What follows belongs to an exercise in optimizing a design on an open flow for small area and a short achievable clock period; a production flow would make more cautious choices. For this run, only the layout was checked, not whether the RTL still works. Power is estimated from default activity; no workload was simulated.

[design/flow/flow/run.sh]
#!/bin/bash
# Own layout flow: the standard layout (standard.sh), with some slow
# complex cells (three-high stacks and 4:1 muxes) also marked don't-use, so
# synthesis and timing repair build the read multiplexer from faster cells.
# Make's full output goes to make_finish.log in the work folder; ORFS keeps
# each step's log under orfs/logs.
set -euo pipefail
DONT_USE=" sky130_fd_sc_hd__probe_p_8 sky130_fd_sc_hd__probec_p_8 sky130_fd_sc_hd__lpflow_bleeder_1 sky130_fd_sc_hd__lpflow_clkbufkapwr_1 sky130_fd_sc_hd__lpflow_clkbufkapwr_16 sky130_fd_sc_hd__lpflow_clkbufkapwr_2 sky130_fd_sc_hd__lpflow_clkbufkapwr_4 sky130_fd_sc_hd__lpflow_clkbufkapwr_8 sky130_fd_sc_hd__lpflow_clkinvkapwr_1 sky130_fd_sc_hd__lpflow_clkinvkapwr_16 sky130_fd_sc_hd__lpflow_clkinvkapwr_2 sky130_fd_sc_hd__lpflow_clkinvkapwr_4 sky130_fd_sc_hd__lpflow_clkinvkapwr_8 sky130_fd_sc_hd__lpflow_decapkapwr_12 sky130_fd_sc_hd__lpflow_decapkapwr_3 sky130_fd_sc_hd__lpflow_decapkapwr_4 sky130_fd_sc_hd__lpflow_decapkapwr_6 sky130_fd_sc_hd__lpflow_decapkapwr_8 sky130_fd_sc_hd__lpflow_inputiso0n_1 sky130_fd_sc_hd__lpflow_inputiso0p_1 sky130_fd_sc_hd__lpflow_inputiso1n_1 sky130_fd_sc_hd__lpflow_inputiso1p_1 sky130_fd_sc_hd__lpflow_inputisolatch_1 sky130_fd_sc_hd__lpflow_isobufsrc_1 sky130_fd_sc_hd__lpflow_isobufsrc_16 sky130_fd_sc_hd__lpflow_isobufsrc_2 sky130_fd_sc_hd__lpflow_isobufsrc_4 sky130_fd_sc_hd__lpflow_isobufsrc_8 sky130_fd_sc_hd__lpflow_isobufsrckapwr_16 sky130_fd_sc_hd__lpflow_lsbuf_lh_hl_isowell_tap_1 sky130_fd_sc_hd__lpflow_lsbuf_lh_hl_isowell_tap_2 sky130_fd_sc_hd__lpflow_lsbuf_lh_hl_isowell_tap_4 sky130_fd_sc_hd__lpflow_lsbuf_lh_isowell_4 sky130_fd_sc_hd__lpflow_lsbuf_lh_isowell_tap_1 sky130_fd_sc_hd__lpflow_lsbuf_lh_isowell_tap_2 sky130_fd_sc_hd__lpflow_lsbuf_lh_isowell_tap_4  sky130_fd_sc_hd__a222oi_1 sky130_fd_sc_hd__a2111oi_0 sky130_fd_sc_hd__mux4_1 sky130_fd_sc_hd__mux4_2 sky130_fd_sc_hd__mux4_4"
bash standard.sh "DONT_USE_CELLS=$DONT_USE" finish > make_finish.log 2>&1
[design/flow/constraint.sdc]
create_clock -name core_clock -period 5.0 [get_ports {PCLK}]
set_input_delay 1.0000 -clock core_clock [delete_from_list [all_inputs] [get_ports {PCLK}]]
set_output_delay 1.0000 -clock core_clock [all_outputs]
set_load 0.01 [all_outputs]
[design/flow/config.mk]
export PLATFORM = sky130hd
export DESIGN_NAME = apb_slave_mem_top
export DESIGN_NICKNAME = apb_slave_mem_top
export VERILOG_FILES = /design/flow/design.v
export SDC_FILE = /design/flow/constraint.sdc
export NUM_CORES = 4
export LEC_CHECK = 0
export CAP_MARGIN = 20
export CORE_MARGIN = 2
export CORE_UTILIZATION = 65
export CTS_CLUSTER_DIAMETER = 80
export CTS_CLUSTER_SIZE = 30
export SETUP_SLACK_MARGIN = 2.7
export SLEW_MARGIN = 20
[design/flow/design.v]
module apb_slave_mem_top (
  input  logic        PCLK,
  input  logic        PRESET,
  input  logic        PSEL,
  input  logic        PENABLE,
  input  logic [2:0]  PPROT,
  input  logic        PWRITE,
  input  logic [1:0]  PSTRB,
  input  logic [9:0]  PADDR,
  input  logic [15:0] PWDATA,
  output logic [15:0] PRDATA,
  output logic        PREADY,
  output logic        PSLVERR
);
  logic ph1_q, ph2_q, ph3_q, busy_q;
  logic ready_q, slverr_q;
  logic accept, go_resp, bus_err;
  logic [7:0] bus_ra, bus_rb;
  logic        wpend_q, wpend_d, wfire_q, wfire_d;
  logic [1:0]  wslot_q, wslot_d;
  logic [7:0]  wra_q, wra_d, wfa_q, wrb0_q, wrb1_q;
  logic [15:0] wdat_q;
  logic [1:0]  rot_q;
  logic [15:0] s0_q [64], s1_q [64], s2_q [64], s3_q [64];
  logic        rd_hit;
  logic [15:0] rd_word, rhold_q, rdata_q;
  logic unused_pprot;
  assign unused_pprot = ^{PPROT[2], PPROT[0], PADDR[0]};
  assign accept  = !busy_q && PSEL && !PENABLE;
  assign go_resp = ph3_q && PSEL;
  assign bus_err = PADDR[9] || (PADDR[8] && PPROT[1]);
  always_comb begin
    for (int i = 0; i < 8; i++) begin
      bus_ra[i] = (PADDR[5:3] == 3'(i));
      bus_rb[i] = (PADDR[8:6] == 3'(i));
    end
  end
  always_ff @(posedge PCLK or posedge PRESET) begin
    if (PRESET) begin
      ph1_q    <= 1'b0;
      ph2_q    <= 1'b0;
      ph3_q    <= 1'b0;
      busy_q   <= 1'b0;
      ready_q  <= 1'b0;
      slverr_q <= 1'b0;
    end else begin
      ph1_q    <= accept;
      ph2_q    <= ph1_q && PSEL;
      ph3_q    <= ph2_q && PSEL;
      busy_q   <= accept || ((ph1_q || ph2_q) && PSEL);
      ready_q  <= go_resp;
      slverr_q <= go_resp && bus_err;
    end
  end
  always_ff @(posedge PCLK) begin
    rot_q <= rot_q + 2'd1;
  end
  assign wpend_d = (go_resp && PWRITE && !bus_err) || (wpend_q && !wfire_q);
  assign wslot_d = go_resp ? PADDR[2:1] : wslot_q;
  assign wra_d   = go_resp ? bus_ra : wra_q;
  assign wfire_d = wpend_d && (rot_q + 2'd2 == wslot_d);
  always_ff @(posedge PCLK) begin
    wpend_q <= wpend_d;
    wfire_q <= wfire_d;
    wslot_q <= wslot_d;
    wra_q   <= wra_d;
    wfa_q   <= wra_d & {8{wfire_d}};
  end
  always_ff @(posedge PCLK) begin
    if (go_resp) begin
      wrb0_q <= bus_rb & {8{PSTRB[0]}};
      wrb1_q <= bus_rb & {8{PSTRB[1]}};
      wdat_q <= PWDATA;
    end
  end
  always_ff @(posedge PCLK) begin
    for (int r = 0; r < 64; r++) begin
      s3_q[r] <= s0_q[r];
      s2_q[r] <= s3_q[r];
      s1_q[r] <= s2_q[r];
      s0_q[r] <= s1_q[r];
      if (wfa_q[r % 8] && wrb0_q[r / 8]) s0_q[r][7:0]  <= wdat_q[7:0];
      if (wfa_q[r % 8] && wrb1_q[r / 8]) s0_q[r][15:8] <= wdat_q[15:8];
    end
  end
  assign rd_hit = (rot_q == PADDR[2:1]);
  always_comb begin
    rd_word = '0;
    for (int r = 0; r < 64; r++) begin
      rd_word = rd_word | (s0_q[r] & {16{bus_ra[r % 8] && bus_rb[r / 8]}});
    end
  end
  always_ff @(posedge PCLK) begin
    rhold_q <= rd_hit ? (bus_err ? 16'h0000 : rd_word) : rdata_q;
    rdata_q <= rd_hit ? (bus_err ? 16'h0000 : rd_word) : rhold_q;
  end
  assign PREADY  = ready_q;
  assign PSLVERR = slverr_q;
  assign PRDATA  = rdata_q;
endmodule
[design/flow/standard.sh]
#!/bin/bash
# synth_recipe.tcl (not shown) runs the flow's synth.tcl, then flattens the netlist and writes it again
# the make line also repeats each setting of config.mk as NAME=value (left out here)
make -C /OpenROAD-flow-scripts/flow DESIGN_CONFIG=/design/flow/config.mk WORK_HOME=/design/flow/orfs CLKGATE_MAP_FILE= SYNTH_SCRIPT=/design/flow/synth_recipe.tcl "${@:-finish}"
==> metrics.yaml <==
status:
  outcome: "no timing/DRC/antenna violations"
placement:
  place_hpwl_microns: 189000
  gpl.final_weighted_congestion: 0.925
  numPortBuffers: 50
  dpl-instance-area_sq_um: 109000
synth:
  post_synth_instance_area_sq_um: 105000
  synth_edf_count: 32
  synthesis.instances: 6777
  syn-mean-instance-area_sq_um: 15.5
  synth_top_flop_cell: "sky130_fd_sc_hd__dfxtp_1"
  synth_top_cell_by_area: "sky130_fd_sc_hd__dfxtp_1"
  postSynth.asyncResetShare_pct: 0.143
  ys_warn_count: 5
  mappedNetlistNets: 6813
  seq_area_frac_synth_pct: 80.2
  yosys.cell_types.count: 62
  synth_seq_cells: 4188
  synth_area_leaders: "sky130_fd_sc_hd__dfxtp_1 79%, sky130_fd_sc_hd__mux2_2 11%, sky130_fd_sc_hd__a22oi_1 2.0%, sky130_fd_sc_hd__edfxtp_1 0.92%, sky130_fd_sc_hd__clkbuf_1 0.87%"
  synth_largest_type_area_fraction_pct: 79.1
sta:
  finalCriticalPeriod_ns: 2.62
  timing.hold.ws_ns: 0.319
  grt_setup_unrepaired: "true"
  achievable-frequency_mhz: 381
  maxSlewHeadroom_pct: 11.5
  fin_tns_setup_ns: 0
  final-setup-viol-count: 0
  hold_viol: 0
  worst-slew-pin-transition_ns: 1.32
  fin_skew_ns: 0.0295
  finalCritPeriodShare_pct: 52.4
  slew_viol_final: 0
grt:
  antenna_violations_before_repair: 32
  wire_length_of_the_first_global_routing_pass_microns: 412000
  grt_start_max_net_pins: 65
  overflow: 0
  number_of_global_route_vias_before_repair: 51600
  grtUsageTotal_pct: 36.5
clock_network:
  register_clock_pin_slew_on_the_reported_worst_setup_and_hold_paths_ns: 0.11
  cts_max_path_bufs: 3
  htree_levels: 4
  tritoncts: "done"
  tritoncts_num_sinks: 4188
  cts_inserted_buffers: 158
  root_buffer_selected_by_cts: "sky130_fd_sc_hd__clkbuf_16"
  worst_skew_pair.late_latency_ns: 0.85
critical_path:
  worstPathMaxFanout: 8
  reg2regPathDepth: 2
  crit_path_largest_cell_delay_ns: 0.44
  worst-r2r-setup-slack_ns: 2.52
  crit_end: "rhold_q[12]"
  r2r_start: "wfa_q[7]"
  critical_path.startpoint_type: "primary input"
  worst_setup_path_end_kind: "flop"
  r2r_end: "s0_q[7][13]"
  required_ns: 5.73
  critPathLaunch: "PADDR[3]"
  timing.setup.critical_path_class: "primary input to flop"
  crit_path_top_delay_cell: "sky130_fd_sc_hd__o31ai_4"
  worst_path_most_repeated_cell: "sky130_fd_sc_hd__buf_12"
  worstPathArrival_ns: 3.35
  worstPathCellList: "buf_16 > buf_12 > buf_6 > buf_8 > and2_4 > buf_12 > and3_4 > nor4_4 > buf_4 > nand4_1 > o31ai_4 > nand3_1"
floorplan:
  die-area_sq_um: 165000
  floorplan.core_area_sq_um: 160000
  die_height_microns: 406
  io_pins: 54
  die_width_microns: 406
  placement_rows: 147
  initial_utilization_pct: 65.4
layout:
  mostFrequentLayoutCell: "sky130_fd_sc_hd__dfxtp_1"
  fillCellCount: 10200
  final_cell_area_sq_um: 119000
  final_cell_mix: "4129 x sky130_fd_sc_hd__dfxtp_1, 1039 x sky130_fd_sc_hd__mux2_2, 268 x sky130_fd_sc_hd__buf_4"
  layout-drive-gt1-share_pct: 28.3
  postLayoutCoreUtil_pct: 74.1
  layout-area-overhead-vs-synth_pct: 13.2
  nNetsFinal: 7188
power:
  seq_power_share_pct: 67.1
  power_frac_comb_pct: 1.6
  sw_frac_of_total_pct: 20.4
  pwr-share-clk_pct: 31.3
  power-per-cell-area_nw_per_um2: 420
  leakagePower_nw: 48.3
  net-switching-power_mw: 10.2
  power.ir.vdd_worst_v: 0.000381
  internal_power_mw: 39.7
drt:
  route.layer.met1.wl_microns: 136000
  top_layer: "met5"
  drt_iter0_markers: 7793
  postRouteWirelength_microns: 307000
  wl_met3_microns: 35500
  dr.pass1.iters: 6
  num_vias: 55600
  avgViaCountPerCell: 5.94
  ant_nets: 0
  remaining_drc_errors: 0
  route.met2.wl_microns: 124000
  routed_wirelength_normalized_by_instance_count_microns: 32.9
job:
  max_cap_violations: 0
hold_path:
  worst_hold_path_type: "flop to flop"
[worst min path at each step]
stage / to / startpoint / depth (start not counted)
after floorplan: s1_q[0][0] / s2_q[0][0] / 0
after global placement: s1_q[51][10] / s2_q[51][10] / 0
after detailed placement: s2_q[34][0] / s3_q[34][0] / 0
after CTS: s1_q[25][15] / s2_q[25][15] / 0
after global routing: s1_q[25][8] / s2_q[25][8] / 0
final: s1_q[24][1] / s2_q[24][1] / 0
[logic make-up after synthesis]
kind of cell | count (synthesis) | synth area share, %
AOI/OAI and AO/OA | 456 | 3.34
xor gates and xnor gates | 5 | 0.0417
buffers and inverters | 295 | 1.13
DFF | 4188 | 80.2
muxes | 1061 | 11.4
and+or+nand+nor | 772 | 3.92
[worst max-delay path, delay by kind of cell]
family | cells | cell delay (ns)
AND/OR/NAND/NOR | 5 | 1.00
buffers and inverters | 6 | 0.86
AO/OA/AOI/OAI | 1 | 0.44
[power by group through the flow]
stage | clock network, mW | logic [mW] | registers, mW
after detailed placement | 0 | 0.452 | 34.3
after floorplan | 0 | 0.216 | 34.3
final | 15.6 | 0.802 | 33.5
after global placement | 0 | 0.447 | 34.3
after global routing | 16.8 | 0.793 | 33.5
after CTS | 15.6 | 0.688 | 33.5
[metrics by stage]
step	std cells	worst slack, ns	total power [mW]
2_1_floorplan	6777	2.16	34.5
3_3_place_gp	8871	0.615	34.7
3_5_place_dp	8871	0.626	34.7
4_1_cts	9257	2.53	49.8
5_1_grt	9340	2.43	51.1
6_report	9350	2.38	49.9
[synth_stat cells, types with 11 or more instances]
master	number
sky130_fd_sc_hd__dfxtp_1	4150
sky130_fd_sc_hd__mux2_2	1041
sky130_fd_sc_hd__a22oi_1	286
sky130_fd_sc_hd__clkbuf_1	242
sky130_fd_sc_hd__nand2_1	194
sky130_fd_sc_hd__nand3_1	174
sky130_fd_sc_hd__and3_1	113
sky130_fd_sc_hd__nand4_1	90
sky130_fd_sc_hd__nor2_1	72
sky130_fd_sc_hd__buf_2	33
sky130_fd_sc_hd__edfxtp_1	32
sky130_fd_sc_hd__a2111oi_1	25
sky130_fd_sc_hd__a21oi_1	24
sky130_fd_sc_hd__a32oi_1	22
sky130_fd_sc_hd__nor4_1	22
sky130_fd_sc_hd__mux2i_1	20
sky130_fd_sc_hd__a221oi_1	17
sky130_fd_sc_hd__nor2b_1	13
sky130_fd_sc_hd__nor3_1	13
sky130_fd_sc_hd__a2bb2oi_1	12
sky130_fd_sc_hd__and4_1	11
sky130_fd_sc_hd__o31ai_1	11
[repair_timing]
action	in CTS	in global routing
pin swaps	135	114
resized for setup	507	121
setup endpoints to repair	376	149
gates cloned	22	5
setup buffers	176	77
hold buffers	0	0
[state kept, by name (all words and copies together), names as in the netlist, 2 cells and up]
register and cells:
s3_q 1024, wrb0_q 8, s1_q 1024, wdat_q 16, wslot_q 2, wfa_q 8, wra_q 8, rdata_q 16
s0_q 1024, wrb1_q 8, rot_q 2, s2_q 1024, rhold_q 16
[routing by layer]
layer / up-vias / global-route usage, %
met1: 28100 / 55.4
met2: 2975 / 49.9
met5: - / 0
met4: 20 / 12.6
met3: 586 / 10.3
li1: 23800 / -
[final cells by class]
class                   count  area (sq um)  area share [%]
repair buffers            497          5700            4.80
diodes                     10          25.0          0.0211
multi-input cells        2300         21800            18.4
flip-flops and latches   4188         84200            70.9
well taps                2160          2700            2.27
inverters                   7          30.0          0.0253
clock buffers             171          4070            3.42
clock inverters            17           210           0.177

==> what the ideal ports hide <==
The results above use ideal ports. As a check the final layout listed here was re-extracted and re-timed, cells and wires unchanged. Step 1 assumes that a clkbuf_16 drives the clock port and a buf_2 every other input. Step 2 times the ports against the registers' clock, not the clock port: input delays grow and output delays shrink by t, the midpoint of the rising clock arrivals with the driver on. a / b / c = no drivers / after step 1 / after step 2; a / b = the first two.
t (ns): 0.914
slack for setup (ns): 2.378 / 2.152 / 1.238
worst register clock-pin slew, ns: 0.11 / 0.11
After both steps this run still meets setup and hold. For this run, drivers alone change the setup slack by -0.226 ns; drivers and shift together by -1.140 ns.
